From an optimization exercise on the open Yosys and OpenROAD flow, aimed at small area and a short achievable clock period; shortcuts taken in it are not production practice.
Where RTL was checked, it was by simulation tests only, not by an equivalence proof against the original.
No functional check of the RTL was part of runs 6 and 7.
Power is estimated from default activity; no workload was simulated.

**design/flow/flow/run.sh**
```bash
#!/bin/bash
# Layout: the standard ORFS flow (standard.sh, unchanged synthesis and
# steps), except that the port buffers that global placement inserts are
# buf_4 cells instead of buffer_ports' default pick, a slow delay cell that
# the resizer often leaves on input paths. Every port still gets its buffer.
# ORFS's full output goes to orfs_flow.log in this folder.
set -euo pipefail
export BUFFER_PORTS_ARGS="-buffer_cell sky130_fd_sc_hd__buf_4"
bash standard.sh > orfs_flow.log 2>&1
```
**design/flow/config.mk**
```make
export PLATFORM = sky130hd
export DESIGN_NAME = pwl_func_mc
export DESIGN_NICKNAME = pwl_func_mc
export VERILOG_FILES = /design/flow/design.v
export SDC_FILE = /design/flow/constraint.sdc
export NUM_CORES = 4
export LEC_CHECK = 0
export CAP_MARGIN = 20
export CORE_MARGIN = 2
export CORE_UTILIZATION = 50
export CTS_BUF_LIST = sky130_fd_sc_hd__clkbuf_16
export CTS_CLUSTER_DIAMETER = 100
export CTS_CLUSTER_SIZE = 25
export PLACE_DENSITY = 0.72
export SETUP_SLACK_MARGIN = 4.55
export SLEW_MARGIN = 20
```
**design/flow/constraint.sdc**
```tcl
create_clock -name core_clock -period 8.2 [get_ports {clk}]
set_input_delay 1.6400 -clock core_clock [delete_from_list [all_inputs] [get_ports {clk}]]
set_output_delay 1.6400 -clock core_clock [all_outputs]
set_load 0.01 [all_outputs]
```
**design/flow/standard.sh**
```bash
#!/bin/bash
# synth_recipe.tcl (not shown) runs the flow's synth.tcl, then flattens the netlist and writes it again
# the make line also repeats each setting of config.mk as NAME=value (left out here)
make -C /OpenROAD-flow-scripts/flow DESIGN_CONFIG=/design/flow/config.mk WORK_HOME=/design/flow/orfs CLKGATE_MAP_FILE= SYNTH_SCRIPT=/design/flow/synth_recipe.tcl "${@:-finish}"
```
**design/flow/design.v**
```verilog
package pwl_func_pkg;
  localparam int SEG_BITS  = 4;
  localparam int FRAC_BITS = 8;
  localparam int N_SEG     = 1 << SEG_BITS;
  localparam int SPAN      = 1 << (SEG_BITS + FRAC_BITS);
  typedef enum logic {INIT = 1'b0, RUN = 1'b1} state_t;
  typedef enum logic {SEL_OFFSET = 1'b0, SEL_SLOPE = 1'b1} cfg_sel_t;
  function automatic logic signed [31:0] sat_to_out(input logic signed [31:0] v, input int ow);
    logic signed [31:0] hi, lo;
    hi = (32'sd1 <<< (ow - 1)) - 32'sd1;
    lo = -hi - 32'sd1;
    if (v > hi)      sat_to_out = hi;
    else if (v < lo) sat_to_out = lo;
    else             sat_to_out = v;
  endfunction
endpackage
module pwl_coef_ram #(
  parameter int CW = 18,
  parameter int NW = 64,
  parameter int NG = 2
) (
  input  logic             clk,
  input  logic             clr,
  input  logic [NW-1:0]    we_off,
  input  logic [NW-1:0]    we_slope,
  input  logic [CW-1:0]    wdata,
  input  logic [NW-1:0]    rsel,
  output logic [NG-1:0][CW-1:0] rd_off,
  output logic [NG-1:0][CW-1:0] rd_slope
);
  localparam int GW = NW / NG;
  logic [NW-1:0][CW-1:0] m_off, m_slope;
  logic [CW-1:0] wd;
  assign wd = clr ? '0 : wdata;
  always_ff @(posedge clk) begin
    for (int i = 0; i < NW; i++) begin
      if (clr | we_off[i])   m_off[i]   <= wd;
      if (clr | we_slope[i]) m_slope[i] <= wd;
    end
  end
  always_comb begin
    for (int g = 0; g < NG; g++) begin
      rd_off[g]   = '0;
      rd_slope[g] = '0;
      for (int i = g * GW; i < (g + 1) * GW; i++) begin
        rd_off[g]   = rd_off[g]   | (m_off[i]   & {CW{rsel[i]}});
        rd_slope[g] = rd_slope[g] | (m_slope[i] & {CW{rsel[i]}});
      end
    end
  end
endmodule
module pwl_func_mc #(
  parameter int N_CH       = 4,
  parameter int IN_WIDTH   = 16,
  parameter int SEG_BITS   = 4,
  parameter int FRAC_BITS  = 8,
  parameter int X_MIN      = -2048,
  parameter int COEF_WIDTH = 18,
  parameter int OUT_WIDTH  = 16
) (
  input  logic                  clk,
  input  logic                  rst,
  input  logic                  in_valid,
  output logic                  in_ready,
  input  logic [$clog2(N_CH)-1:0] in_ch,
  input  logic [IN_WIDTH-1:0]   in_,
  output logic                  out_valid,
  input  logic                  out_ready,
  output logic [$clog2(N_CH)-1:0] out_ch,
  output logic [OUT_WIDTH-1:0]  out,
  output logic [1:0]            out_flags,
  input  logic                  cfg_we,
  output logic                  cfg_ready,
  input  logic [$clog2(N_CH)-1:0] cfg_ch,
  input  logic                  cfg_sel,
  input  logic [SEG_BITS-1:0]   cfg_addr,
  input  logic [COEF_WIDTH-1:0] cfg_data
);
  localparam int CHW    = (N_CH > 1) ? $clog2(N_CH) : 1;
  localparam int AW     = CHW + SEG_BITS;
  localparam int NW     = 1 << AW;
  localparam int STAGES = 3;
  localparam int CW     = COEF_WIDTH;
  localparam int SW     = COEF_WIDTH + 1;           
  localparam int AccW   = SW + FRAC_BITS;           
  localparam int ND     = FRAC_BITS / 2;            
  localparam logic [0:0] ST_INIT = pwl_func_pkg::INIT;
  localparam logic [0:0] ST_RUN  = pwl_func_pkg::RUN;
  logic [0:0]          state;
  logic [SEG_BITS-1:0] cnt;
  logic                run, init, stall, in_fire;
  logic [STAGES:1]     vld_pipe;
  assign run   = (state == ST_RUN);
  assign init  = (state == ST_INIT);
  assign stall = vld_pipe[STAGES] & ~out_ready;
  logic rdy_idle;
  assign in_ready  = rdy_idle | (run & out_ready);
  assign cfg_ready = run_o;
  assign out_valid = vld_pipe[STAGES];
  assign in_fire = in_valid & in_ready;
  always_ff @(posedge clk) begin
    if (rst) begin
      state <= ST_INIT;
      cnt   <= '0;
    end else if (init) begin
      cnt <= cnt + 1'b1;
      if (&cnt) state <= ST_RUN;
    end
  end
  logic run_o;
  always_ff @(posedge clk) begin
    if (rst)                run_o <= 1'b0;
    else if (init & (&cnt)) run_o <= 1'b1;
  end
  always_ff @(posedge clk) begin
    if (rst)         vld_pipe <= '0;
    else if (!stall) vld_pipe <= {vld_pipe[STAGES-1:1], in_fire};
  end
  always_ff @(posedge clk) begin
    if (rst) rdy_idle <= 1'b0;
    else     rdy_idle <= (run | (init & (&cnt))) & (stall ? ~vld_pipe[STAGES] : ~vld_pipe[STAGES-1]);
  end
  localparam int XW = SEG_BITS + FRAC_BITS;
  logic [SEG_BITS-1:0]  in_seg;
  logic [FRAC_BITS-1:0] in_frac;
  logic                 in_clamp, in_sgn;
  assign in_sgn   = in_[IN_WIDTH-1];
  assign in_clamp = (in_[IN_WIDTH-1:XW-1] != '0) & (in_[IN_WIDTH-1:XW-1] != '1);
  assign in_seg   = {~in_sgn, in_clamp ? {(SEG_BITS-1){~in_sgn}} : in_[FRAC_BITS +: SEG_BITS-1]};
  assign in_frac  = in_clamp ? {FRAC_BITS{~in_sgn}} : in_[FRAC_BITS-1:0];
  logic [ND-1:0] in_one, in_two, in_neg;
  logic          in_top;
  always_comb begin
    for (int i = 0; i < ND; i++) begin
      logic b2, b1, b0;
      b2 = in_frac[2*i+1];
      b1 = in_frac[2*i];
      b0 = (i == 0) ? 1'b0 : in_frac[2*i-1];
      in_one[i] = b1 ^ b0;
      in_two[i] = (b2 & ~b1 & ~b0) | (~b2 & b1 & b0);
      in_neg[i] = b2 & ~(b1 & b0);
    end
    in_top = in_frac[FRAC_BITS-1];
  end
  logic [NW-1:0] we_off, we_slope, rsel;
  localparam int NG = 2;                            
  logic [NG-1:0][CW-1:0] rd_off, rd_slope;
  logic [AW-1:0] cfg_a, in_a, s1_a;
  logic          cfg_w;
  assign cfg_a = {cfg_ch, cfg_addr};
  assign in_a  = {in_ch, in_seg};
  assign cfg_w = cfg_we & run;
  logic hit_in_off, hit_in_slope, hit_s1_off, hit_s1_slope;
  logic take_off, take_slope, en_off, en_slope;
  assign hit_in_off   = cfg_w & (cfg_a == in_a) & (cfg_sel != pwl_func_pkg::SEL_SLOPE);
  assign hit_in_slope = cfg_w & (cfg_a == in_a) & (cfg_sel == pwl_func_pkg::SEL_SLOPE);
  assign hit_s1_off   = cfg_w & (cfg_a == s1_a) & (cfg_sel != pwl_func_pkg::SEL_SLOPE);
  assign hit_s1_slope = cfg_w & (cfg_a == s1_a) & (cfg_sel == pwl_func_pkg::SEL_SLOPE);
  assign take_off     = stall | hit_in_off;
  assign take_slope   = stall | hit_in_slope;
  assign en_off       = ~stall | hit_s1_off;
  assign en_slope     = ~stall | hit_s1_slope;
  for (genvar w = 0; w < NW; w++) begin : g_w
    assign we_off[w]   = cfg_we & (cfg_a == AW'(w)) & (cfg_sel != pwl_func_pkg::SEL_SLOPE);
    assign we_slope[w] = cfg_we & (cfg_a == AW'(w)) & (cfg_sel == pwl_func_pkg::SEL_SLOPE);
    assign rsel[w]     = (in_a == AW'(w));
  end
  pwl_coef_ram #(.CW(CW), .NW(NW), .NG(NG)) u_ram (
    .clk(clk), .clr(init), .we_off(we_off), .we_slope(we_slope), .wdata(cfg_data),
    .rsel(rsel), .rd_off(rd_off), .rd_slope(rd_slope)
  );
  logic [CHW-1:0]  s1_ch, s2_ch;
  logic [NG-1:0][CW-1:0] s1_offp, s1_slopep;
  logic [CW-1:0]   s1_off, s1_slope;
  logic [ND-1:0]   s1_one, s1_two, s1_neg;
  logic            s1_top, s1_clamp, s2_clamp;
  assign s1_ch = s1_a[AW-1 -: CHW];
  always_comb begin
    s1_off   = '0;
    s1_slope = '0;
    for (int g = 0; g < NG; g++) begin
      s1_off   = s1_off   | s1_offp[g];
      s1_slope = s1_slope | s1_slopep[g];
    end
  end
  always_ff @(posedge clk) begin
    if (!stall) begin
      s1_a     <= in_a;
      s1_one   <= in_one;
      s1_two   <= in_two;
      s1_neg   <= in_neg;
      s1_top   <= in_top;
      s1_clamp <= in_clamp;
    end
    for (int g = 0; g < NG; g++) begin
      if (en_off)   s1_offp[g]   <= take_off   ? ((g == 0) ? cfg_data : '0) : rd_off[g];
      if (en_slope) s1_slopep[g] <= take_slope ? ((g == 0) ? cfg_data : '0) : rd_slope[g];
    end
  end
  localparam int RW = CW + 1;
  function automatic logic [AccW-1:0] booth_row(input logic [CW-1:0] s, input logic one,
                                                input logic two, input logic neg);
    logic [RW-1:0] m;
    m = one ? {s[CW-1], s} : (two ? {s, 1'b0} : '0);
    booth_row = AccW'({~(m[RW-1] ^ neg), m[RW-2:0] ^ {(RW-1){neg}}});
  endfunction
  logic [AccW-1:0] r [6];
  logic [AccW-1:0] e0;
  logic [CW-1:0]   g;
  always_comb begin
    e0 = booth_row(s1_slope, s1_one[0], s1_two[0], s1_neg[0]);
    r[0] = AccW'(e0[RW-2:0]);
    r[0][RW-1] = ~e0[RW-1];
    r[0][RW]   = ~e0[RW-1];
    r[0][RW+1] = e0[RW-1];
    r[0][RW+2] = 1'b1;
    r[0][RW+4] = 1'b1;
    r[0][RW+6] = 1'b1;
    for (int i = 1; i < ND; i++) begin
      r[i] = booth_row(s1_slope, s1_one[i], s1_two[i], s1_neg[i]) << (2*i);
      r[i][2*(i-1)] = s1_neg[i-1];
    end
    g = s1_slope & {CW{s1_top}};
    r[ND] = AccW'({~g[CW-1], g[CW-2:0]}) << FRAC_BITS;
    r[ND][2*(ND-1)] = s1_neg[ND-1];
    r[ND+1] = AccW'({~s1_off[CW-1], s1_off[CW-2:0]}) << FRAC_BITS;
  end
  function automatic logic [2*AccW-1:0] csa(input logic [AccW-1:0] a, input logic [AccW-1:0] b,
                                            input logic [AccW-1:0] c);
    logic [AccW-1:0] s, cy;
    s  = a ^ b ^ c;
    cy = ((a & b) | (a & c) | (b & c)) << 1;
    csa = {cy, s};
  endfunction
  logic [AccW-1:0] sa, ca, sb, cb, sc, cc, sd, cd;
  assign {ca, sa} = csa(r[0], r[1], r[2]);
  assign {cb, sb} = csa(r[3], r[4], r[5]);
  assign {cc, sc} = csa(sa, ca, sb);
  assign {cd, sd} = csa(sc, cc, cb);
  logic [AccW-1:0] s2_ps, s2_pc;
  always_ff @(posedge clk) begin
    if (!stall) begin
      s2_ps    <= sd;
      s2_pc    <= cd;
      s2_ch    <= s1_ch;
      s2_clamp <= s1_clamp;
    end
  end
  logic [AccW-1:0]    acc;
  logic [SW-1:0]      sum;
  logic signed [31:0] clip;
  logic               sat;
  assign acc  = s2_ps + s2_pc;
  assign sum  = acc[FRAC_BITS +: SW];
  assign clip = pwl_func_pkg::sat_to_out(32'($signed(sum)), OUT_WIDTH);
  assign sat  = (clip != 32'($signed(sum)));
  always_ff @(posedge clk) begin
    if (!stall) begin
      out       <= clip[OUT_WIDTH-1:0];
      out_ch    <= s2_ch;
      out_flags <= {sat, s2_clamp};
    end
  end
endmodule
```
==> flow_summary.json, run 1 <==
{
  "maxCapViolCount": 0,
  "htree_levels": 3,
  "drt-vias-per-instance": 7.166,
  "worst_pin_slew_ns": 1.221,
  "routedWlPerCell_um": 38.69,
  "ir_drop_v": 0.0002057,
  "layoutNonFillerInstCount": 7843,
  "dieHeight_um": 436.9,
  "layout-area-overhead-vs-synth_pct": 10.64,
  "first_global_vias": 52770,
  "slew_viol_final": 0,
  "drt-pass1-iter-count": 9,
  "nets": 5479,
  "final_critical_path_setup_slack_ns": 4.346,
  "drt-total-wl_um": 303400,
  "pin_count_of_the_biggest_net_entering_global_routing": 108,
  "cp.required_ns": 8.75,
  "status": "complete, no violations",
  "top_level_ports": 71,
  "power.leakage_nw": 39.62,
  "critical_path.max_fanout": 26,
  "grt_usage_pct": 30.99,
  "synth_top_cell_area_share_pct": 79.02,
  "floorplan.initialDensity_pct": 50.43,
  "ys_seq_elements": 2476,
  "timing.critical_path.to_type": "flip-flop",
  "path_clk_slew_ns": 0.10,
  "netlist_top_cells_area": "edfxtp_1, a22oi_1, a221oi_1",
  "layout.cell_area.non_filler_mm2": 0.1037,
  "synth.most_common_cell": "edfxtp_1",
  "synth.largest_area_cell": "edfxtp_1",
  "totalNegativeSetupSlack_ns": 0,
  "synth_cell_types": 74,
  "cellPowerDensity_mw_per_mm2": 209.7,
  "drt-initial-drc-count": 11940,
  "post-place-cells": 7564,
  "fin_crit_sh_pct": 47.00,
  "fin_skew_ns": 0.04749,
  "synth.net_count": 5291,
  "numPortBuffers": 70,
  "antenna_found_initial": 16,
  "dp.final_hpwl_um": 164900,
  "synth.yosys.seq_area_share_pct": 79.23,
  "grt_overflow": 0,
  "timing.final.hold_violations": 0,
  "clock_tree.buffer_depth": 3,
  "die_area_mm2": 0.1909,
  "number_of_antenna_violating_nets_in_the_routed_design": 0,
  "floorplan.rows": 158,
  "detailedPlace.worstSlack_ns": 2.520,
  "yosys_warnings": 3,
  "hold_class": "flip-flop to flip-flop",
  "max_freq_mhz": 259.5,
  "fp.dieW_um": 436.9,
  "worst_ep_arrival_time_ns": 4.41,
  "grt_pass1_wl_um": 414000,
  "grt_setup_unrepaired": "yes",
  "timing.critical_path.from_type": "input pin",
  "clock_sinks": 2476,
  "place.gp.congestion": 0.9073,
  "clock_latency_ns": 0.81,
  "final.min_clock_period_ns": 3.854,
  "syn_avg_cell_area_um2": 18.24,
  "synth_common_cells": "edfxtp_1, a22oi_1, a221oi_1, a22o_1, clkbuf_1",
  "synth-async-reset-ratio_pct": 0,
  "holdBufCountCts": 0,
  "post_dp_cell_area_mm2": 0.09881,
  "slew_headroom_pct": 18.31,
  "numCtsBuffers": 109,
  "fillCellCount": 13590,
  "ctsRootBufferMaster": "clkbuf_16",
  "core_area_mm2": 0.1858,
  "drc": 0,
  "tritoncts": "yes",
  "setup_viol": 0,
  "synthesized_instance_count": 5138,
  "number_of_flops_mapped_to_enable_cells_by_yosys": 2466,
  "worst-setup-path-type": "input pin to flip-flop",
  "syn_area_mm2": 0.09371,
  "post_route_cells_drive_above_1_share_pct": 15.84,
  "dr_total_vias": 56210,
  "ys_dominant_reg_cell": "edfxtp_1"
}
flip-flops by register name, summed over array words and instances, names as in the netlist, 6 cells and up:
name and cells:
u_ram.m_off 1152, u_ram.m_slope 1152, s1_offp 36, s1_slopep 36, s2_ps 24, s2_pc 23, out 16, s1_a 6
timing repair:
action	CTS	global route
pin swaps	52	26
setup buffers	80	32
gates cloned	13	3
endpoints found under the setup margin	88	320
resized for setup	80	61
cell usage in the layout (no fill, tap or decap), types with 79 or more instances in the layout:
cell and n:
buf_4 301, a222oi_1 139, a22o_1 300, nand4_1 155, clkbuf_16 113, edfxtp_1 2466
o21ai_2 79, a221oi_1 298, inv_1 110, a22oi_1 410
path summary, 6_finish.rpt:
kind,startpoint,endpoint,slack [ns],depth (start not counted)
min,s2_ch[0]$_DFFE_PN_,out_ch[0]$_DFFE_PN_,0.43,0
min reg2reg,s2_ch[0]$_DFFE_PN_,out_ch[0]$_DFFE_PN_,0.43,0
max,in_[12],s1_slopep[23]$_SDFFCE_PP0P_,4.35,9
max reg2reg,s2_ps[9]$_DFFE_PN_,out_flags[1]$_DFFE_PN_,4.66,14
worst max-delay path: stages:
cell and delay [ns]:
buf_4 0.13, nor4_4 0.50, buf_6 0.24, a21o_4 0.21, nor2b_4 0.09, buf_6 0.24, a222oi_1 0.36, nand3_1 0.51
o31a_1 0.44
layer usage:
metal	up-vias	part of all wire, %	global-route usage (%)
met1	27830	32	39.50
met5	-	0.029	0
met4	12	7.8	20.22
li1	21800	-	-
met2	5464	45	46.69
met3	1102	16	8.762
cells by family (layout without fill, tap and decap cells):
kind of cell / count (synthesis) / after routing / synth area share (%)
flops: 2476 / 2476 / 79.23
compound gates: 1443 / 1446 / 12.28
simple gates: 611 / 622 / 3.648
buf+inv: 391 / 594 / 1.821
xor+xnor: 108 / 108 / 1.017
fa+ha+maj: 105 / 105 / 1.955
mux: 4 / 4 / 0.04273
other cells: 0 / 8 / 0
report_power, final:
part	total [mW]	switching [mW]	internal, mW
logic	1.57	0.910	0.659
clock network	6.20	3.73	2.48
registers	14.0	0.0706	13.9
area by class of cell:
cell class	count	area, µm²	share of cell area [%]
Antenna cell	8	20.02	0.01931
Multi-Input combinational cell	2285	19830	19.12
Timing Repair Buffer	363	3177	3.064
Inverter	91	345.3	0.3331
Sequential cell	2476	74260	71.62
Clock buffer	111	2778	2.679
Clock inverter	29	180.2	0.1738
Tap cell	2480	3103	2.993
metrics by stage:
step	utilization (%)	hold WS (ns)	total power, mW
finish	55.80	0.4325	21.74
global route	55.79	0.4539	22.27
global placement	53.14	0.4016	15.54
detailed placement	53.17	0.4045	15.58
floorplan	-	0.4003	15.16
CTS	55.41	0.4265	21.52
==> run 2, diff against run 1 <==
--- a/design/flow/config.mk
+++ b/design/flow/config.mk
@@ -12,5 +12,5 @@
 export CTS_CLUSTER_DIAMETER = 100
 export CTS_CLUSTER_SIZE = 25
-export PLACE_DENSITY = 0.72
+export PLACE_DENSITY = 0.6
 export SETUP_SLACK_MARGIN = 4.55
 export SLEW_MARGIN = 20
==> flow_summary.json, run 2 <==
{
  "status": "complete, no violations",
  "layout-area-overhead-vs-synth_pct": 10.64,
  "ir_drop_v": 0.0001821,
  "synth_cell_types": 74,
  "syn_area_mm2": 0.09371,
  "drt-pass1-iter-count": 8,
  "series_of_cell_instances_along_the_critical_path": "buf_4, inv_2, nor2_4, buf_12, nor3_4, buf_6, a22o_1, a221oi_1, nand4_1, nor3_1, a21oi_1",
  "timing.final.hold_violations": 0,
  "pin_count_of_the_biggest_net_entering_global_routing": 97,
  "synth.net_count": 5291,
  "timing.critical_path.to_type": "flip-flop",
  "cellPowerDensity_mw_per_mm2": 210.6,
  "post_dp_cell_area_mm2": 0.09880,
  "worst-setup-path-type": "input pin to flip-flop",
  "critical_path.max_stage_delay_ns": 0.47,
  "commonest_cells_after_routing_fill_and_taps_aside": "edfxtp_1, a22oi_1, buf_4, a22o_1, a221oi_1",
  "slew_headroom_pct": 20.84,
  "timing.critical_path.from_type": "input pin",
  "ys_seq_elements": 2476,
  "number_of_antenna_violating_nets_in_the_routed_design": 0,
  "cp.required_ns": 8.73,
  "clock_sinks": 2476,
  "drt-vias-per-instance": 7.125,
  "floorplan.initialDensity_pct": 50.43,
  "synth.most_common_cell": "edfxtp_1",
  "synth_top_cell_area_share_pct": 79.02,
  "fin_crit_sh_pct": 45.25,
  "critical_path.slowest_cell": "a221oi_1",
  "antenna_found_initial": 29,
  "tritoncts": "yes",
  "grt_setup_unrepaired": "yes",
  "postLayoutCoreUtil_pct": 55.80,
  "ctsRootBufferMaster": "clkbuf_16",
  "reg_top3": "u_ram.m_off x1152, u_ram.m_slope x1152",
  "die_area_mm2": 0.1909,
  "synth_common_cells": "edfxtp_1, a22oi_1, a221oi_1, a22o_1, clkbuf_1",
  "drt-total-wl_um": 318600,
  "synth.largest_area_cell": "edfxtp_1",
  "worst_ep_arrival_time_ns": 4.24,
  "synth.yosys.seq_area_share_pct": 79.23,
  "fillCellCount": 14120,
  "layout.cell_area.non_filler_mm2": 0.1037,
  "power.leakage_nw": 39.64,
  "holdBufCountCts": 0,
  "core_area_mm2": 0.1858,
  "fp.dieW_um": 436.9,
  "number_of_flops_mapped_to_enable_cells_by_yosys": 2466,
  "critical_path.max_fanout": 36,
  "cp.buffers_inverters": 4,
  "critical_path.top_delay_family": "buffers and inverters",
  "clock_tree.buffer_depth": 3,
  "drc": 0,
  "dp.final_hpwl_um": 174900,
  "netlist_top_cells_area": "edfxtp_1, a22oi_1, a221oi_1",
  "routedWlPerCell_um": 40.50,
  "hold_class": "flip-flop to flip-flop",
  "top_level_ports": 71,
  "nets": 5495,
  "numPortBuffers": 70,
  "post_route_cells_drive_above_1_share_pct": 15.96,
  "grt_overflow": 0,
  "totalNegativeSetupSlack_ns": 0,
  "hold_slack_ns": 0.4326,
  "maxCapViolCount": 0,
  "grt_pass1_wl_um": 432000,
  "mostFrequentLayoutCell": "edfxtp_1",
  "dieHeight_um": 436.9,
  "grt_usage_pct": 32.74,
  "path_clk_slew_ns": 0.10,
  "max_freq_mhz": 269.5,
  "ys_dominant_reg_cell": "edfxtp_1",
  "clock_latency_ns": 0.83,
  "slew_viol_final": 0,
  "drt-initial-drc-count": 10750,
  "yosys_warnings": 3,
  "htree_levels": 3,
  "fin_skew_ns": 0.04330,
  "dr_total_vias": 56040,
  "synthesized_instance_count": 5138,
  "first_global_vias": 52360,
  "numCtsBuffers": 110,
  "floorplan.rows": 158,
  "worst_pin_slew_ns": 1.183,
  "synth-async-reset-ratio_pct": 0,
  "setup_viol": 0,
  "syn_avg_cell_area_um2": 18.24,
  "final.min_clock_period_ns": 3.711,
  "place.gp.congestion": 0.8563
}
==> run 2: power by group <==
group	internal, mW	total (mW)	switching [mW]
Combinational	0.630	1.56	0.933
Clock	2.49	6.30	3.81
Sequential	13.9	14.0	0.0806
Total	17.0	21.8	4.82
==> run 2: logic make-up after synthesis <==
family / after synthesis / share of synthesized area [%]
AOI/OAI and AO/OA: 1443 / 12.28
xor gates and xnor gates: 108 / 1.017
adders and majority gates: 105 / 1.955
buffers and inverters: 391 / 1.821
DFF: 2476 / 79.23
muxes: 4 / 0.04273
and+or+nand+nor: 611 / 3.648
==> run 2: final timing paths <==
| check | from | to | slack (ns) | cells after the start |
|---|---|---|---|---|
| setup / recovery | in_[15] | s1_slopep[12]$_DFFE_PP_ | 4.49 | 11 |
| setup reg to reg | s2_pc[16]$_DFFE_PN_ | out_flags[1]$_DFFE_PN_ | 4.54 | 14 |
| hold reg to reg | s1_clamp$_DFFE_PN_ | s2_clamp$_DFFE_PN_ | 0.43 | 0 |
| hold / removal | s1_clamp$_DFFE_PN_ | s2_clamp$_DFFE_PN_ | 0.43 | 0 |
==> run 2: layout make-up <==
type                       instances  area, µm²  share of cell area (%)
sequential                      2476      74260                   71.62
multi-input combinational       2282      19600                   18.90
timing repair buffer             381       3356                   3.237
tap                             2480       3103                   2.993
clock buffer                     113       2828                   2.727
inverter                          91      345.3                  0.3331
clock inverter                    22      143.9                  0.1388
antenna                           21      52.55                 0.05068
==> run 2: metrics by stage <==
step           std cells  setup WS [ns]  power (mW)
6_report            7866          4.489       21.84
5_1_grt             7861          4.366       22.41
4_1_cts             7822          4.459       21.70
3_5_place_dp        7583          2.732       15.62
3_3_place_gp        7583          2.741       15.60
2_1_floorplan       5138          4.061       15.16
==> run 2: what timing repair did <==
action,CTS,global route
pin swaps,56,27
resized for setup,67,55
buffers inserted,93,20
gates cloned,11,0
endpoints found under the hold margin,0,0
endpoints found under the setup margin,90,130
==> run 2: metal layers <==
| layer | GRT usage [%] | share of wire, % | up-vias |
|---|---|---|---|
| met5 | 0 | 0.018 | - |
| met4 | 15.55 | 5.0 | 10 |
| met3 | 7.270 | 13 | 694 |
| met2 | 50.18 | 46 | 4395 |
| met1 | 44.77 | 36 | 29090 |
| li1 | - | - | 21850 |
==> run 3, diff against run 2 <==
--- a/design/flow/config.mk
+++ b/design/flow/config.mk
@@ -8,5 +8,5 @@
 export CAP_MARGIN = 20
 export CORE_MARGIN = 2
-export CORE_UTILIZATION = 50
+export CORE_UTILIZATION = 45
 export CTS_BUF_LIST = sky130_fd_sc_hd__clkbuf_16
 export CTS_CLUSTER_DIAMETER = 100
==> flow_summary.json, run 3 <==
{
  "syn_avg_cell_area_um2": 18.24,
  "clock_tree.buffer_depth": 3,
  "ys_seq_elements": 2476,
  "drt-total-wl_um": 316000,
  "slew_viol_final": 0,
  "series_of_cell_instances_along_the_critical_path": "ha_1, and4_1, a221oi_1, o211a_1, a21oi_2, a31o_2, a211o_1, and4_1, inv_1, ha_2, nand2b_1, o32ai_1, a41oi_1",
  "cp.buffers_inverters": 1,
  "synth-async-reset-ratio_pct": 0,
  "numCtsBuffers": 109,
  "drt-vias-per-instance": 6.792,
  "grt_overflow": 0,
  "critical-path-top-cell-by-count": "and4_1",
  "setup_viol": 0,
  "timing.final.hold_violations": 0,
  "antenna_found_initial": 24,
  "hold_class": "flip-flop to flip-flop",
  "mostFrequentLayoutCell": "edfxtp_1",
  "synthesized_instance_count": 5138,
  "yosys_warnings": 3,
  "grtUsageMet3_pct": 5.540,
  "top_level_ports": 71,
  "layoutNonFillerInstCount": 8173,
  "use_met1_pct": 39.65,
  "routedWlPerCell_um": 38.67,
  "worst_pin_slew_ns": 1.190,
  "power.leakage_nw": 39.59,
  "pin_count_of_the_biggest_net_entering_global_routing": 101,
  "clock_latency_ns": 0.82,
  "synth.most_common_cell": "edfxtp_1",
  "tritoncts": "yes",
  "commonest_cells_after_routing_fill_and_taps_aside": "edfxtp_1, a22oi_1, buf_4, a22o_1, a221oi_1",
  "floorplan.initialDensity_pct": 45.26,
  "grt_setup_unrepaired": "yes",
  "cellPowerDensity_mw_per_mm2": 209.1,
  "layout-area-overhead-vs-synth_pct": 10.63,
  "ctsRootBufferMaster": "clkbuf_16",
  "critical_path.max_stage_delay_ns": 0.41,
  "core_area_mm2": 0.2071,
  "final.min_clock_period_ns": 3.676,
  "drt-initial-drc-count": 10110,
  "fin_skew_ns": 0.02991,
  "synth.largest_area_cell": "edfxtp_1",
  "grt_usage_pct": 29.28,
  "drc": 0,
  "post-place-cells": 7917,
  "htree_levels": 3,
  "critical_path.top_delay_family": "compound AO/OA/AOI/OAI gates",
  "status": "complete, no violations",
  "dr_total_vias": 55510,
  "worst-setup-path-type": "flip-flop to flip-flop",
  "path_clk_slew_ns": 0.10,
  "slew_headroom_pct": 20.38,
  "grt_pass1_wl_um": 428900,
  "numPortBuffers": 70,
  "clock_sinks": 2476,
  "first_global_vias": 52740,
  "number_of_antenna_violating_nets_in_the_routed_design": 0,
  "place.gp.congestion": 0.8902,
  "dp.final_hpwl_um": 178400,
  "synth_top_cell_area_share_pct": 79.02,
  "synth_common_cells": "edfxtp_1, a22oi_1, a221oi_1, a22o_1, clkbuf_1",
  "use_met2_pct": 45.01,
  "floorplan.rows": 167,
  "reg_top3": "u_ram.m_off x1152, u_ram.m_slope x1152",
  "syn_area_mm2": 0.09371,
  "critical_path.slowest_cell": "ha_1",
  "post_dp_cell_area_mm2": 0.09934,
  "synth_cell_types": 74,
  "ir_drop_v": 0.0001713,
  "maxCapViolCount": 0,
  "post_route_cells_drive_above_1_share_pct": 15.67,
  "die_area_mm2": 0.2119,
  "timing.critical_path.from_type": "flip-flop",
  "synth.yosys.seq_area_share_pct": 79.23,
  "max_freq_mhz": 272.0,
  "dieHeight_um": 460.3,
  "fp.dieW_um": 460.3,
  "postLayoutCoreUtil_pct": 50.07,
  "synth.net_count": 5291,
  "layout.cell_area.non_filler_mm2": 0.1037,
  "ys_dominant_reg_cell": "edfxtp_1",
  "fin_crit_sh_pct": 44.83,
  "nets": 5499,
  "number_of_flops_mapped_to_enable_cells_by_yosys": 2466,
  "drt-pass1-iter-count": 10,
  "critical_path.max_fanout": 18,
  "r2r_slack_ns": 4.52,
  "holdBufCountCts": 0,
  "netlist_top_cells_area": "edfxtp_1, a22oi_1, a221oi_1",
  "worst_ep_arrival_time_ns": 4.21,
  "timing.critical_path.to_type": "flip-flop",
  "cp.required_ns": 8.73,
  "top_usage_layer": "met2",
  "totalNegativeSetupSlack_ns": 0
}
## run 3: power by group
part           switching [mW]  internal [mW]
registers              0.0719           13.9
clock network            3.78           2.44
logic                   0.913          0.571
## run 3: worst paths after layout
| kind | cells past startpoint | startpoint | to |
|---|---|---|---|
| hold / removal | 0 | s1_clamp$_DFFE_PN_ | s2_clamp$_DFFE_PN_ |
| setup / recovery | 13 | s2_ps[14]$_DFFE_PN_ | out_flags[1]$_DFFE_PN_ |
| setup reg to reg | 13 | s2_ps[14]$_DFFE_PN_ | out_flags[1]$_DFFE_PN_ |
| hold reg to reg | 0 | s1_clamp$_DFFE_PN_ | s2_clamp$_DFFE_PN_ |
## run 3: stage by stage
step | total power, mW | setup slack, ns | hold slack (ns)
global route | 22.25 | 4.427 | 0.4608
CTS | 21.66 | 4.536 | 0.4426
detailed placement | 15.66 | 2.753 | 0.4164
floorplan | 15.16 | 4.061 | 0.4003
finish | 21.68 | 4.524 | 0.4482
global placement | 15.64 | 2.625 | 0.4094
## run 3: cell type report
class	count	area, µm²
Antenna cell	19	47.55
Multi-Input combinational cell	2279	19290
Sequential cell	2476	74260
Tap cell	2788	3488
Fill cell	16670	103400
Clock buffer	111	2778
Timing Repair Buffer	389	3358
Clock inverter	20	116.4
Inverter	91	345.3
## run 3: per-layer routing
| metal | part of all wire [%] | wire [µm] | vias to the layer above |
|---|---|---|---|
| li1 | - | - | 21860 |
| met1 | 37 | 115800 | 28870 |
| met2 | 46 | 144700 | 4080 |
| met3 | 12 | 36940 | 691 |
| met4 | 5.9 | 18510 | 6 |
| met5 | 0.015 | 46 | - |
## run 3: what timing repair did
item,CTS,global route
buffers inserted,82,14
pin swaps,52,6
gates resized for setup,64,23
endpoints found under the setup margin,117,112
cloned,8,0
## run 3: kinds of logic (layout without fill, tap and decap cells)
group	count (synthesis)	after routing	synth area share, %
fa+ha+maj	105	105	1.955
xor+xnor	108	108	1.017
simple gates	611	618	3.648
flops	2476	2476	79.23
other cells	0	19	0
buf+inv	391	611	1.821
mux	4	4	0.04273
compound gates	1443	1444	12.28
==> run 4, diff against run 3 <==
--- a/design/flow/config.mk
+++ b/design/flow/config.mk
@@ -8,9 +8,9 @@
 export CAP_MARGIN = 20
 export CORE_MARGIN = 2
-export CORE_UTILIZATION = 45
+export CORE_UTILIZATION = 35
 export CTS_BUF_LIST = sky130_fd_sc_hd__clkbuf_16
 export CTS_CLUSTER_DIAMETER = 100
 export CTS_CLUSTER_SIZE = 25
-export PLACE_DENSITY = 0.6
+export PLACE_DENSITY = 0.5
 export SETUP_SLACK_MARGIN = 4.55
 export SLEW_MARGIN = 20
==> flow_summary.json, run 4 <==
{
  "htree_levels": 3,
  "grt_setup_unrepaired": "yes",
  "drt-initial-drc-count": 8202,
  "ys_seq_elements": 2476,
  "path_clk_slew_ns": 0.10,
  "antenna_found_initial": 27,
  "hold_class": "flip-flop to flip-flop",
  "cp.buffers_inverters": 4,
  "drt-total-wl_um": 333400,
  "synth_top_cell_area_share_pct": 79.02,
  "use_met2_pct": 39.02,
  "detailedPlace.worstSlack_ns": 2.504,
  "dp.final_hpwl_um": 189000,
  "worst_pin_slew_ns": 1.214,
  "max_freq_mhz": 272.5,
  "critical-path-top-cell-by-count": "buf_12",
  "floorplan.initialDensity_pct": 35.26,
  "floorplan.rows": 189,
  "routedWlPerCell_um": 37.27,
  "grt_overflow": 0,
  "worst_ep_arrival_time_ns": 4.25,
  "first_global_vias": 52250,
  "drt-pass1-iter-count": 8,
  "critical_path.max_fanout": 36,
  "die_area_mm2": 0.2719,
  "numCtsBuffers": 110,
  "series_of_cell_instances_along_the_critical_path": "buf_4, and4_2, nor2_4, buf_12, buf_12, nor3_4, buf_8, a22o_1, a221oi_1, nand4_1, o31a_1",
  "ys_dominant_reg_cell": "edfxtp_1",
  "dieHeight_um": 521.5,
  "timing.critical_path.from_type": "input pin",
  "netlist_top_cells_area": "edfxtp_1, a22oi_1, a221oi_1",
  "ir_drop_v": 0.0001848,
  "final.min_clock_period_ns": 3.670,
  "synth_simple_gate_area_share_pct": 3.648,
  "yosys_warnings": 3,
  "grt_pass1_wl_um": 451500,
  "numPortBuffers": 70,
  "clock_tree.buffer_depth": 3,
  "drc": 0,
  "grtUsageMet3_pct": 2.965,
  "totalNegativeSetupSlack_ns": 0,
  "reg_top3": "u_ram.m_off x1152, u_ram.m_slope x1152",
  "post_synth_mux_area_share_pct": 0.04272,
  "maxCapViolCount": 0,
  "setup_viol": 0,
  "core_area_mm2": 0.2658,
  "critical_path.max_stage_delay_ns": 0.42,
  "synth_adder_area_share_pct": 1.955,
  "syn_area_mm2": 0.09371,
  "top_level_ports": 71,
  "final_critical_path_setup_slack_ns": 4.530,
  "fp.dieW_um": 521.5,
  "dr_total_vias": 54740,
  "finalPower_mw": 21.88,
  "worst-setup-path-type": "input pin to flip-flop",
  "cellPowerDensity_mw_per_mm2": 208.8,
  "synth-xor-area-share_pct": 1.017,
  "critical_path.slowest_cell": "o31a_1",
  "grt_usage_pct": 23.99,
  "dominant_combinational_cell_family_by_area_after_synthesis": "compound AO/OA/AOI/OAI gates",
  "clock_sinks": 2476,
  "synth.yosys.seq_area_share_pct": 79.23,
  "commonest_cells_after_routing_fill_and_taps_aside": "edfxtp_1, a22oi_1, buf_4, a22o_1, a221oi_1",
  "power.leakage_nw": 39.74,
  "syn_avg_cell_area_um2": 18.24,
  "clock_latency_ns": 0.84,
  "synth.largest_area_cell": "edfxtp_1",
  "number_of_flops_mapped_to_enable_cells_by_yosys": 2466,
  "timing.final.hold_violations": 0,
  "slew_viol_final": 0,
  "nets": 5515,
  "ctsRootBufferMaster": "clkbuf_16",
  "place.gp.congestion": 0.8428,
  "synth_common_cells": "edfxtp_1, a22oi_1, a221oi_1, a22o_1, clkbuf_1",
  "pin_count_of_the_biggest_net_entering_global_routing": 97,
  "mostFrequentLayoutCell": "edfxtp_1",
  "synth.net_count": 5291,
  "tritoncts": "yes",
  "status": "complete, no violations",
  "number_of_antenna_violating_nets_in_the_routed_design": 0,
  "post_route_cells_drive_above_1_share_pct": 16.26,
  "drt-vias-per-instance": 6.120,
  "synth.most_common_cell": "edfxtp_1",
  "fillCellCount": 24060,
  "synth_cell_types": 74,
  "top_usage_layer": "met2",
  "cp.required_ns": 8.78,
  "synth-async-reset-ratio_pct": 0,
  "timing.critical_path.to_type": "flip-flop",
  "critical_path.top_delay_family": "compound AO/OA/AOI/OAI gates",
  "layout-area-overhead-vs-synth_pct": 11.84,
  "synthesized_instance_count": 5138,
  "fin_crit_sh_pct": 44.76,
  "slew_headroom_pct": 19.00,
  "synth_compound_gate_area_share_pct": 12.28,
  "fin_skew_ns": 0.02892,
  "use_met1_pct": 32.75
}
[run 4: stage by stage]
step / hold WS (ns) / cells / utilization, % / area [µm²]
after global routing: 0.4320 / 8941 / 39.43 / 104800
after global placement: 0.4027 / 8669 / 37.67 / 100100
after CTS: 0.4275 / 8918 / 39.31 / 104500
after detailed placement: 0.4045 / 8674 / 37.71 / 100200
after floorplan: 0.4003 / 5138 / - / 93880
final: 0.4281 / 8945 / 39.43 / 104800
[run 4: worst paths after layout]
check | startpoint | endpoint | slack (ns) | cells after the start
worst max-delay path | in_[12] | s1_slopep[20]$_SDFFCE_PP0P_ | 4.53 | 11
worst min-delay path | s2_clamp$_DFFE_PN_ | out_flags[0]$_DFFE_PN_ | 0.43 | 0
worst max register to register | s2_ps[16]$_DFFE_PN_ | out_flags[1]$_DFFE_PN_ | 4.59 | 13
worst min register to register | s2_clamp$_DFFE_PN_ | out_flags[0]$_DFFE_PN_ | 0.43 | 0
[run 4: cell families (layout without fill, tap and decap cells)]
| group | after synthesis | after routing |
|---|---|---|
| buffers and inverters | 391 | 641 |
| AO/OA/AOI/OAI | 1443 | 1443 |
| AND/OR/NAND/NOR | 611 | 615 |
| flip-flops | 2476 | 2476 |
| XOR/XNOR | 108 | 108 |
| adder cells (fa/ha/maj) | 105 | 105 |
| other | 0 | 20 |
| multiplexers | 4 | 4 |
[run 4: area by class of cell]
| cell class | count | area, µm² | share of cell area [%] |
|---|---|---|---|
| multi-input combinational | 2275 | 19180 | 18.30 |
| inverter | 91 | 345.3 | 0.3295 |
| clock buffer | 113 | 2828 | 2.698 |
| antenna | 20 | 50.05 | 0.04775 |
| clock inverter | 29 | 171.4 | 0.1635 |
| tap | 3533 | 4420 | 4.218 |
| timing repair buffer | 408 | 3558 | 3.395 |
| sequential | 2476 | 74260 | 70.85 |
[run 4: power breakdown]
| part | internal (mW) | switching, mW |
|---|---|---|
| Combinational | 0.601 | 0.962 |
| Sequential | 13.9 | 0.0729 |
| Clock | 2.50 | 3.86 |
[run 4: routing by layer]
layer,vias to the layer above,wire length [µm]
met2,2929,159200
li1,21910,-
met3,420,27190
met4,6,13850
met1,29470,133100
met5,-,34
[run 4: what timing repair did]
action / in CTS / in global routing
hold buffers: 0 / 0
resized for setup: 59 / 37
endpoints found under the setup margin: 120 / 53
setup buffers: 98 / 7
gates cloned: 4 / 0
pin swaps: 51 / 14
[run 4: worst reg2reg max path, delay by kind of cell (launching register included)]
family | cells | cell delay [ns]
flops | 1 | 0.38
buf+inv | 1 | 0.06
fa+ha+maj | 2 | 0.74
simple gates | 3 | 0.60
compound gates | 7 | 1.55
==> run 5, diff against run 4 <==
--- a/design/flow/config.mk
+++ b/design/flow/config.mk
@@ -8,9 +8,9 @@
 export CAP_MARGIN = 20
 export CORE_MARGIN = 2
-export CORE_UTILIZATION = 35
+export CORE_UTILIZATION = 40
 export CTS_BUF_LIST = sky130_fd_sc_hd__clkbuf_16
 export CTS_CLUSTER_DIAMETER = 100
 export CTS_CLUSTER_SIZE = 25
-export PLACE_DENSITY = 0.5
+export PLACE_DENSITY = 0.55
 export SETUP_SLACK_MARGIN = 4.55
 export SLEW_MARGIN = 20
==> flow_summary.json, run 5 <==
{
  "status": "complete, no violations",
  "r2r_slack_ns": 4.64,
  "netlist_top_cells_area": "edfxtp_1, a22oi_1, a221oi_1",
  "floorplan.initialDensity_pct": 40.26,
  "timing.critical_path.to_type": "output port",
  "critical-path-top-cell-by-count": "buf_6",
  "dr_total_vias": 55420,
  "clock_sinks": 2476,
  "fin_crit_sh_pct": 44.66,
  "yosys_warnings": 3,
  "critical_path.top_delay_family": "buffers and inverters",
  "cp.buffers_inverters": 2,
  "critical_path.max_fanout": 2,
  "layout-area-overhead-vs-synth_pct": 11.21,
  "drt-pass1-iter-count": 9,
  "ys_dominant_reg_cell": "edfxtp_1",
  "ir_drop_v": 0.0001820,
  "die_area_mm2": 0.2382,
  "ctsRootBufferMaster": "clkbuf_16",
  "cp-startpoint": "out_ready",
  "place.gp.congestion": 0.8699,
  "numPortBuffers": 70,
  "numCtsBuffers": 110,
  "series_of_cell_instances_along_the_critical_path": "buf_6, a21o_1, buf_6",
  "tritoncts": "yes",
  "maxCapViolCount": 0,
  "max_freq_mhz": 273.1,
  "path_clk_slew_ns": 0.09,
  "core_area_mm2": 0.2328,
  "timing.critical_path.from_type": "input pin",
  "timing.critical_path.to": "in_ready",
  "clock_latency_ns": 0.83,
  "fillCellCount": 19930,
  "cellPowerDensity_mw_per_mm2": 209.7,
  "layout.cell_area.non_filler_mm2": 0.1042,
  "final.min_clock_period_ns": 3.662,
  "worst-setup-path-type": "input pin to output port",
  "drt-total-wl_um": 325800,
  "slew_headroom_pct": 20.98,
  "grt_pass1_wl_um": 441100,
  "top_level_ports": 71,
  "first_global_vias": 52500,
  "grt_setup_unrepaired": "yes",
  "critical_path.slowest_cell": "a21o_1",
  "detailedPlace.worstSlack_ns": 2.756,
  "setup_viol": 0,
  "clock_tree.buffer_depth": 3,
  "fin_skew_ns": 0.03112,
  "commonest_cells_after_routing_fill_and_taps_aside": "edfxtp_1, a22oi_1, buf_4, a22o_1, a221oi_1",
  "cp.required_ns": 6.56,
  "timing.final.hold_violations": 0,
  "slew_viol_final": 0,
  "postLayoutCoreUtil_pct": 44.78,
  "synth.yosys.seq_area_share_pct": 79.23,
  "synth.net_count": 5291,
  "synth.largest_area_cell": "edfxtp_1",
  "power.leakage_nw": 39.71,
  "drt-vias-per-instance": 6.485,
  "synth.most_common_cell": "edfxtp_1",
  "grt_overflow": 0,
  "syn_avg_cell_area_um2": 18.24,
  "pin_count_of_the_biggest_net_entering_global_routing": 119,
  "final_critical_path_setup_slack_ns": 4.538,
  "worst_pin_slew_ns": 1.185,
  "grt_usage_pct": 26.78,
  "number_of_flops_mapped_to_enable_cells_by_yosys": 2466,
  "number_of_antenna_violating_nets_in_the_routed_design": 0,
  "antenna_found_initial": 23,
  "routedWlPerCell_um": 38.12,
  "totalNegativeSetupSlack_ns": 0,
  "mostFrequentLayoutCell": "edfxtp_1",
  "synth_cell_types": 74,
  "worst-path-stages": 3,
  "synth-async-reset-ratio_pct": 0,
  "htree_levels": 3,
  "multi_input_comb_area_mm2": 0.01920,
  "critical_path.reg2reg.startpoint": "state$_SDFF_PP0_",
  "floorplan.rows": 177,
  "syn_area_mm2": 0.09371,
  "drc": 0,
  "synth_common_cells": "edfxtp_1, a22oi_1, a221oi_1, a22o_1, clkbuf_1",
  "synth_top_cell_area_share_pct": 79.02,
  "reg_top3": "u_ram.m_off x1152, u_ram.m_slope x1152",
  "r2r.worst_path.cells": 4,
  "register_area_mm2": 0.07426,
  "ys_seq_elements": 2476,
  "holdBufCountCts": 0,
  "worst_ep_arrival_time_ns": 2.02,
  "dieHeight_um": 488.0,
  "post_route_cells_drive_above_1_share_pct": 16.06,
  "nets": 5523,
  "hold_class": "flip-flop to flip-flop",
  "holdCritStartpoint": "s2_clamp$_DFFE_PN_",
  "rr_endpoint": "u_ram.m_off[673]$_DFFE_PP_",
  "dp.final_hpwl_um": 182900,
  "critical_path.max_stage_delay_ns": 0.17,
  "fp.dieW_um": 488.0,
  "post_dp_cell_area_mm2": 0.09975,
  "synthesized_instance_count": 5138,
  "drt-initial-drc-count": 9618
}
==> run 5: cell counts after synthesis <==
Identical to the previous run, type by type.
==> run 5: where the power goes <==
| part | total (mW) | internal [mW] | switching, mW |
|---|---|---|---|
| clock network | 6.36 | 2.50 | 3.86 |
| registers | 14.0 | 13.9 | 0.0812 |
| logic | 1.52 | 0.607 | 0.910 |
==> run 5: how the worst min path moves through the flow <==
stage / to / slack, ns / cells past startpoint
floorplan: out_ch[0]$_DFFE_PN_ / 0.40 / 0
global placement: out_ch[0]$_DFFE_PN_ / 0.41 / 0
detailed placement: out_flags[0]$_DFFE_PN_ / 0.41 / 0
CTS: out_flags[0]$_DFFE_PN_ / 0.43 / 0
global route: out_flags[0]$_DFFE_PN_ / 0.43 / 0
finish: out_flags[0]$_DFFE_PN_ / 0.43 / 0
==> run 5: cell families (layout without fill, tap and decap cells) <==
| family | count (synthesis) | in the layout | share of synthesized area [%] |
|---|---|---|---|
| mux | 4 | 4 | 0.04273 |
| compound gates | 1443 | 1443 | 12.28 |
| buf+inv | 391 | 645 | 1.821 |
| flops | 2476 | 2476 | 79.23 |
| other cells | 0 | 14 | 0 |
| xor+xnor | 108 | 108 | 1.017 |
| fa+ha+maj | 105 | 105 | 1.955 |
| simple gates | 611 | 619 | 3.648 |
==> run 5: metrics by stage <==
| stage | total power, mW | hold WS [ns] | instances |
|---|---|---|---|
| 2_1_floorplan | 15.16 | 0.4003 | 5138 |
| 3_3_place_gp | 15.64 | 0.4082 | 8271 |
| 3_5_place_dp | 15.66 | 0.4107 | 8274 |
| 4_1_cts | 21.83 | 0.4341 | 8515 |
| 5_1_grt | 22.44 | 0.4348 | 8543 |
| 6_report | 21.85 | 0.4349 | 8546 |
==> run 5: repair_timing <==
action | 4_1_cts | 5_1_grt
gates resized for setup | 71 | 27
setup endpoints to repair | 177 | 102
endpoints found under the hold margin | 0 | 0
buffers inserted | 91 | 14
pin swaps | 58 | 13
gates cloned | 8 | 0
==> run 5: layout make-up <==
cell class | count | area share, %
flip-flops and latches | 2476 | 71.25
multi-input cells | 2279 | 18.42
well taps | 3132 | 3.760
repair buffers | 412 | 3.325
clock buffers | 113 | 2.713
inverters | 91 | 0.3337
clock inverters | 29 | 0.1681
diodes | 14 | 0.03361
==> run 5: layer usage <==
metal	vias up	global-route usage (%)	wire length (µm)
li1	21910	-	-
met1	29350	36.39	125600
met2	3568	42.29	151200
met3	591	4.269	32060
met4	2	12.57	16880
met5	-	0	13
==> run 6, diff against run 5 <==
--- a/design/flow/design.v
+++ b/design/flow/design.v
@@ -247,18 +247,20 @@
     end
   end
-  logic [AccW-1:0]    acc;
-  logic [SW-1:0]      sum;
-  logic signed [31:0] clip;
-  logic               sat;
-  assign acc  = s2_ps + s2_pc;
-  assign sum  = acc[FRAC_BITS +: SW];
-  assign clip = pwl_func_pkg::sat_to_out(32'($signed(sum)), OUT_WIDTH);
-  assign sat  = (clip != 32'($signed(sum)));
+  logic [AccW-1:0]      acc;
+  logic [SW-1:0]        sum;
+  logic                 sat;
+  logic [OUT_WIDTH-1:0] s3_low;
+  logic                 s3_sgn;
+  assign acc = s2_ps + s2_pc;
+  assign sum = acc[FRAC_BITS +: SW];
+  assign sat = (sum[SW-1:OUT_WIDTH-1] != '0) & (sum[SW-1:OUT_WIDTH-1] != '1);
   always_ff @(posedge clk) begin
     if (!stall) begin
-      out       <= clip[OUT_WIDTH-1:0];
+      s3_low    <= sum[OUT_WIDTH-1:0];
+      s3_sgn    <= sum[SW-1];
       out_ch    <= s2_ch;
       out_flags <= {sat, s2_clamp};
     end
   end
+  assign out = out_flags[1] ? {s3_sgn, {(OUT_WIDTH-1){~s3_sgn}}} : s3_low;
 endmodule
--- a/design/flow/config.mk
+++ b/design/flow/config.mk
@@ -8,9 +8,9 @@
 export CAP_MARGIN = 20
 export CORE_MARGIN = 2
-export CORE_UTILIZATION = 40
+export CORE_UTILIZATION = 50
 export CTS_BUF_LIST = sky130_fd_sc_hd__clkbuf_16
 export CTS_CLUSTER_DIAMETER = 100
 export CTS_CLUSTER_SIZE = 25
-export PLACE_DENSITY = 0.55
+export PLACE_DENSITY = 0.65
 export SETUP_SLACK_MARGIN = 4.55
 export SLEW_MARGIN = 20
==> flow_summary.json, run 6 <==
{
  "slew_viol_final": 0,
  "cp.required_ns": 8.79,
  "number_of_antenna_violating_nets_in_the_routed_design": 0,
  "worst_ep_arrival_time_ns": 4.52,
  "timing.critical_path.to_type": "flip-flop",
  "cellPowerDensity_mw_per_mm2": 195.2,
  "status": "complete, no violations",
  "combPwrFrac_pct": 5.3,
  "netlist_top_cells_area": "edfxtp_1, a22oi_1, a22o_1",
  "critical_path.reg2reg.startpoint": "state$_SDFF_PP0_",
  "rr_endpoint": "u_ram.m_off[963]$_DFFE_PP_",
  "r2r_slack_ns": 4.60,
  "clock_sinks": 2477,
  "holdCritStartpoint": "s2_ch[0]$_DFFE_PN_",
  "power_frac_seq_pct": 65.3,
  "top_level_ports": 71,
  "synth-async-reset-ratio_pct": 0,
  "synth.largest_area_cell": "edfxtp_1",
  "routedWlPerCell_um": 34.39,
  "numCtsBuffers": 110,
  "power.leakage_nw": 43.00,
  "commonest_cells_after_routing_fill_and_taps_aside": "edfxtp_1, a22oi_1, buf_4, nand2_1, a22o_1",
  "synth_common_cells": "edfxtp_1, a22oi_1, nand2_1, a22o_1, clkbuf_1",
  "yosys_warnings": 3,
  "hold_class": "flip-flop to flip-flop",
  "drt-vias-per-instance": 6.738,
  "grt_usage_pct": 28.86,
  "pin_count_of_the_biggest_net_entering_global_routing": 95,
  "synth_cell_types": 72,
  "critical_path.max_fanout": 9,
  "hold_slack_ns": 0.4271,
  "power.share.clock_pct": 29.4,
  "maxCapViolCount": 0,
  "grt_overflow": 0,
  "reg_top3": "u_ram.m_off x1152, u_ram.m_slope x1152",
  "mostFrequentLayoutCell": "edfxtp_1",
  "fp.dieW_um": 438.7,
  "synth.yosys.seq_area_share_pct": 78.61,
  "clock_tree.buffer_depth": 3,
  "tritoncts": "yes",
  "timing.final.hold_violations": 0,
  "dr_total_vias": 56150,
  "numPortBuffers": 70,
  "synth.net_count": 5565,
  "ctsRootBufferMaster": "clkbuf_16",
  "floorplan.rows": 159,
  "drt-pass1-iter-count": 19,
  "switchingPower_mw": 4.540,
  "number_of_flops_mapped_to_enable_cells_by_yosys": 2467,
  "worst-setup-path-type": "input pin to flip-flop",
  "htree_levels": 3,
  "fillCellCount": 13720,
  "finalPower_mw": 21.40,
  "multi_input_comb_area_mm2": 0.02210,
  "final.min_clock_period_ns": 3.930,
  "power.share.switching_pct": 21.21,
  "place.gp.congestion": 0.8842,
  "die_area_mm2": 0.1925,
  "layout-area-overhead-vs-synth_pct": 16.02,
  "r2r.worst_path.cells": 3,
  "antenna_found_initial": 20,
  "syn_area_mm2": 0.09449,
  "fin_crit_sh_pct": 47.93,
  "post_route_cells_drive_above_1_share_pct": 22.73,
  "core_area_mm2": 0.1878,
  "register_area_mm2": 0.07429,
  "totalNegativeSetupSlack_ns": 0,
  "setup_viol": 0,
  "drt-total-wl_um": 286600,
  "synthesized_instance_count": 5413,
  "syn_avg_cell_area_um2": 17.46,
  "power.internal_mw": 16.86,
  "path_clk_slew_ns": 0.10,
  "ys_seq_elements": 2477,
  "slew_headroom_pct": 18.23,
  "floorplan.initialDensity_pct": 50.31,
  "fin_skew_ns": 0.05414,
  "layoutNonFillerInstCount": 8334,
  "min_to": "out_ch[0]$_DFFE_PN_",
  "holdBufCountCts": 0,
  "ys_dominant_reg_cell": "edfxtp_1",
  "nets": 5956,
  "min_path_cells": 0,
  "first_global_vias": 52390,
  "dp.final_hpwl_um": 161800,
  "dieHeight_um": 438.7,
  "worst_pin_slew_ns": 1.223,
  "synth_top_cell_area_share_pct": 78.40,
  "ir_drop_v": 0.0002083,
  "synth.most_common_cell": "edfxtp_1",
  "drc": 0,
  "drt-initial-drc-count": 9184,
  "post-place-cells": 7907,
  "grt_pass1_wl_um": 396300,
  "clock_latency_ns": 0.86,
  "grt_setup_unrepaired": "yes",
  "timing.critical_path.from_type": "input pin",
  "max_freq_mhz": 254.4
}
-- run 6: cell types whose count changed in the layout (fill, tap and decap cells not counted), sizes merged, moves of 50 or more --
| cell | change |
|---|---|
| a22oi | +116 |
| a222oi | -50 |
| a221oi | -118 |
| nand4 | -87 |
| nand2 | +190 |
| a22o | -52 |
| buf | +160 |
| nand3 | +52 |
-- run 6: stage by stage --
stage	setup WS, ns	util (%)	instance area, µm²
after global routing	4.291	58.37	109600
after floorplan	4.072	-	95390
final	4.270	58.38	109600
after global placement	1.902	53.06	99640
after detailed placement	1.819	53.12	99750
after CTS	4.350	57.13	107300
-- run 6: timing repair --
action / in CTS / in global routing
endpoints found under the hold margin: 0 / 0
gates cloned: 25 / 16
pin swaps: 209 / 224
resized for setup: 516 / 194
setup endpoints to repair: 120 / 140
buffers inserted: 146 / 92
-- run 6: kinds of logic (layout without fill, tap and decap cells) --
kind of cell | count (synthesis) | count (layout) | share of synthesized area, %
buffers and inverters | 422 | 833 | 1.970
flip-flops | 2477 | 2477 | 78.61
multiplexers | 2 | 2 | 0.02251
XOR/XNOR | 98 | 98 | 0.9084
AO/OA/AOI/OAI | 1443 | 1444 | 11.73
adder cells (fa/ha/maj) | 104 | 104 | 1.925
AND/OR/NAND/NOR | 867 | 868 | 4.825
other | 0 | 13 | 0
-- run 6: routing by layer --
metal  share of wire (%)  up-vias  track usage, %  wire, µm
met5               0.020        -               0        56
li1                    -    22870               -         -
met2                  47     3734           45.43    134800
met3                  11      567           5.333     32040
met4                 5.2        8           13.00     15020
met1                  37    28980           39.46    104700
-- run 6: worst max-delay path by stage --
stage / start / end / slack (ns) / cells after the start
2_1_floorplan: cfg_ch[0] / u_ram.m_off[54]$_DFFE_PP_ / 4.07 / 5
3_3_place_gp: in_ch[1] / s1_slopep[7]$_DFFE_PP_ / 1.90 / 12
3_5_place_dp: in_ch[1] / s1_slopep[7]$_DFFE_PP_ / 1.82 / 12
4_1_cts: in_[14] / s1_offp[30]$_SDFFCE_PP0P_ / 4.35 / 14
5_1_grt: in_[14] / s1_slopep[3]$_DFFE_PP_ / 4.29 / 11
6_report: in_[14] / s1_slopep[3]$_DFFE_PP_ / 4.27 / 11
-- run 6: power groups by stage --
stage / Clock (mW) / Combinational (mW) / Sequential [mW]
final: 6.29 / 1.13 / 14.0
after global routing: 6.73 / 1.28 / 14.0
after CTS: 6.31 / 1.10 / 14.0
after detailed placement: 0 / 1.05 / 14.3
after global placement: 0 / 1.03 / 14.3
after floorplan: 0 / 0.720 / 14.2
-- run 6: area by class of cell --
type	instances	share of cell area [%]
Timing Repair Buffer	591	6.057
Inverter	108	0.3846
Clock buffer	110	2.511
Sequential cell	2477	67.76
Clock inverter	24	0.2556
Multi-Input combinational cell	2516	20.16
Tap cell	2495	2.847
Antenna cell	13	0.02967
-- run 6: critical path, cell delays in order --
cell and delay [ns]:
buf_8 0.11, or4_4 0.59, o21ai_4 0.24, buf_12 0.19, nor3_4 0.06, buf_12 0.14, buf_12 0.14, a222oi_1 0.51
nand2_1 0.21, nor4_4 0.52, o21ai_1 0.15
==> run 7, diff against run 6 <==
--- a/design/flow/config.mk
+++ b/design/flow/config.mk
@@ -13,4 +13,4 @@
 export CTS_CLUSTER_SIZE = 25
 export PLACE_DENSITY = 0.65
-export SETUP_SLACK_MARGIN = 4.55
+export SETUP_SLACK_MARGIN = 4.4
 export SLEW_MARGIN = 20
==> flow_summary.json, run 7 <==
{
  "dr_total_vias": 54780,
  "met3_wirelength_um": 27860,
  "max_freq_mhz": 251.2,
  "die_area_mm2": 0.1925,
  "post_synth_mux_area_share_pct": 0.02251,
  "floorplan.initialDensity_pct": 50.31,
  "power_frac_seq_pct": 65.7,
  "post_route_cells_drive_above_1_share_pct": 20.24,
  "power.leakage_nw": 41.79,
  "timing.final.hold_violations": 0,
  "drc": 0,
  "final.min_clock_period_ns": 3.981,
  "netlist_top_cells_area": "edfxtp_1, a22oi_1, a22o_1",
  "cellPowerDensity_mw_per_mm2": 198.8,
  "finalPower_mw": 21.28,
  "drt-vias-per-instance": 6.625,
  "met2RoutedLength_um": 132400,
  "synth_compound_gate_area_share_pct": 11.73,
  "drt-initial-drc-count": 8745,
  "post-place-cells": 7915,
  "synth.most_common_cell": "edfxtp_1",
  "fillCellCount": 14150,
  "wirelength_met1_um": 102500,
  "ys_dominant_reg_cell": "edfxtp_1",
  "setup_viol": 0,
  "totalNegativeSetupSlack_ns": 0,
  "critical_path.top_delay_family": "simple AND/OR/NAND/NOR gates",
  "grt_pass1_wl_um": 381900,
  "syn_avg_cell_area_um2": 17.46,
  "grt_usage_pct": 27.62,
  "combPwrFrac_pct": 5.2,
  "critical_path.max_fanout": 17,
  "commonest_cells_after_routing_fill_and_taps_aside": "edfxtp_1, a22oi_1, buf_4, nand2_1, a22o_1",
  "synth.net_count": 5565,
  "core_area_mm2": 0.1878,
  "numCtsBuffers": 109,
  "drt-pass1-iter-count": 7,
  "drt-total-wl_um": 274600,
  "hold_class": "flip-flop to flip-flop",
  "slew_headroom_pct": 12.42,
  "fin_skew_ns": 0.03603,
  "timing.critical_path.from_type": "input pin",
  "ys_seq_elements": 2477,
  "place.gp.congestion": 0.9123,
  "yosys_warnings": 3,
  "cp.required_ns": 8.73,
  "power.internal_mw": 16.84,
  "routedWlPerCell_um": 33.21,
  "dp.final_hpwl_um": 157300,
  "tritoncts": "yes",
  "grt_setup_unrepaired": "yes",
  "dominant_combinational_cell_family_by_area_after_synthesis": "compound AO/OA/AOI/OAI gates",
  "synthesized_instance_count": 5413,
  "ctsRootBufferMaster": "clkbuf_16",
  "ir_drop_v": 0.0001897,
  "path_clk_slew_ns": 0.10,
  "top_level_ports": 71,
  "critical_path.max_stage_delay_ns": 0.59,
  "switchingPower_mw": 4.444,
  "synth_simple_gate_area_share_pct": 4.825,
  "first_global_vias": 51720,
  "status": "complete, no violations",
  "dieHeight_um": 438.7,
  "floorplan.rows": 159,
  "clock_latency_ns": 0.81,
  "fp.dieW_um": 438.7,
  "slew_viol_final": 0,
  "layoutNonFillerInstCount": 8269,
  "series_of_cell_instances_along_the_critical_path": "buf_8, or4_4, a21o_4, buf_12, nand2_8, nor3_4, buf_4, a22o_1, a221oi_2, nand3_2, nor4_4, o21ai_2",
  "cp.buffers_inverters": 3,
  "maxCapViolCount": 0,
  "synth.yosys.seq_area_share_pct": 78.61,
  "reg_top3": "u_ram.m_off x1152, u_ram.m_slope x1152",
  "antenna_found_initial": 16,
  "number_of_flops_mapped_to_enable_cells_by_yosys": 2467,
  "synth-xor-area-share_pct": 0.9084,
  "htree_levels": 3,
  "worst_ep_arrival_time_ns": 4.51,
  "syn_area_mm2": 0.09449,
  "worst_pin_slew_ns": 1.308,
  "number_of_antenna_violating_nets_in_the_routed_design": 0,
  "synth_cell_types": 72,
  "clock_tree.buffer_depth": 3,
  "synth_top_cell_area_share_pct": 78.40,
  "nets": 5898,
  "fin_crit_sh_pct": 48.55,
  "clock_sinks": 2477,
  "pin_count_of_the_biggest_net_entering_global_routing": 89,
  "numPortBuffers": 70,
  "grt_overflow": 0,
  "synth_adder_area_share_pct": 1.925,
  "power.share.clock_pct": 29.1,
  "critical_path.slowest_cell": "or4_4",
  "power.share.switching_pct": 20.88,
  "synth-async-reset-ratio_pct": 0,
  "mostFrequentLayoutCell": "edfxtp_1",
  "layout-area-overhead-vs-synth_pct": 13.28,
  "timing.critical_path.to_type": "flip-flop",
  "synth_common_cells": "edfxtp_1, a22oi_1, nand2_1, a22o_1, clkbuf_1",
  "synth.largest_area_cell": "edfxtp_1",
  "top_layer": "met5",
  "worst-setup-path-type": "input pin to flip-flop"
}
## run 7: cells by family after synthesis
group | count (synthesis)
AOI/OAI and AO/OA | 1443
xor gates and xnor gates | 98
adders and majority gates | 104
buffers and inverters | 422
DFF | 2477
muxes | 2
and+or+nand+nor | 867
## run 7: cell type report
class / count / area [µm²] / area share [%]
Clock buffer: 113 / 2828 / 2.642
Antenna cell: 8 / 20.02 / 0.01870
Timing Repair Buffer: 531 / 5284 / 4.936
Clock inverter: 18 / 113.9 / 0.1064
Multi-Input combinational cell: 2519 / 20960 / 19.59
Sequential cell: 2477 / 74290 / 69.40
Tap cell: 2495 / 3122 / 2.916
Inverter: 108 / 421.7 / 0.3939
## run 7: worst paths after layout
path              slack, ns                start  cells past startpoint                endpoint
setup / recovery       4.22              in_[11]                     12  s1_slopep[7]$_DFFE_PP_
hold / removal         0.44   s2_ch[1]$_DFFE_PN_                      0     out_ch[1]$_DFFE_PN_
setup reg to reg       4.69  s1_one[2]$_DFFE_PN_                      8      s2_ps[7]$_DFFE_PN_
hold reg to reg        0.44   s2_ch[1]$_DFFE_PN_                      0     out_ch[1]$_DFFE_PN_
## run 7: power groups by stage
stage	sequential (mW)	combinational, mW	clock [mW]
after floorplan	14.2	0.717	0
after global placement	14.3	1.02	0
after detailed placement	14.3	1.05	0
after CTS	14.0	1.10	6.24
after global routing	14.0	1.25	6.61
final	14.0	1.11	6.19
## run 7: through the flow
step	hold slack (ns)	setup WS, ns	util [%]	area (µm²)
3_5_place_dp	0.4123	2.019	53.11	99750
4_1_cts	0.4366	4.252	56.11	105400
2_1_floorplan	0.4003	3.730	-	95240
6_report	0.4386	4.219	57.00	107000
3_3_place_gp	0.4078	1.990	53.08	99690
5_1_grt	0.4535	4.144	56.99	107000
## run 7: per-layer routing
layer | track usage, % | up-vias
met3 | 4.522 | 471
li1 | - | 22720
met4 | 10.57 | 6
met2 | 44.48 | 3152
met1 | 38.03 | 28430
met5 | 0 | -
## run 7: what timing repair did
item,in CTS,in global routing
hold buffers,0,0
gates resized for setup,263,168
setup endpoints to repair,134,74
pin swaps,77,119
hold endpoints to repair,0,0
buffers inserted,131,61
gates cloned,11,12

==> afterwards: timing with drivers on the ports <==
How much do the figures lean on ideal ports? The routed layouts below were timed once more, with nothing changed but the port constraints. Step 1, drivers: a clkbuf_16 drives clk and a buf_2 each remaining input, both assumed. Step 2 also shifts input and output timing later by t, the mid clock arrival at the registers, as if the neighbouring blocks saw the same clock. Slacks: no drivers / after step 1 / after step 2; pairs: no drivers / after step 1.
run | t, ns | setup slack, ns | clock arrival spread, ns | worst register clock-pin slew, ns | cell pins on the clock port's net
run 1 | 0.877 | 4.346 / 4.407 / 3.530 | 0.058 / 0.058 | 0.11 / 0.11 | 1
run 2 | 0.885 | 4.489 / 4.436 / 3.551 | 0.058 / 0.058 | 0.11 / 0.11 | 1
run 3 | 0.899 | 4.524 / 4.427 / 3.527 | 0.043 / 0.043 | 0.11 / 0.11 | 1
run 4 | 0.902 | 4.530 / 4.472 / 3.570 | 0.040 / 0.040 | 0.11 / 0.11 | 1
run 5 | 0.893 | 4.538 / 4.403 / 3.511 | 0.046 / 0.045 | 0.12 / 0.12 | 1
run 6 | 0.909 | 4.270 / 4.310 / 3.400 | 0.059 / 0.059 | 0.10 / 0.10 | 1
run 7 | 0.885 | 4.219 / 4.255 / 3.370 | 0.036 / 0.036 | 0.11 / 0.11 | 1
After both steps every run listed still meets setup and hold. The setup slack of run 5, which loses most, moves by -0.135 ns with the drivers and by -1.027 ns with both steps.
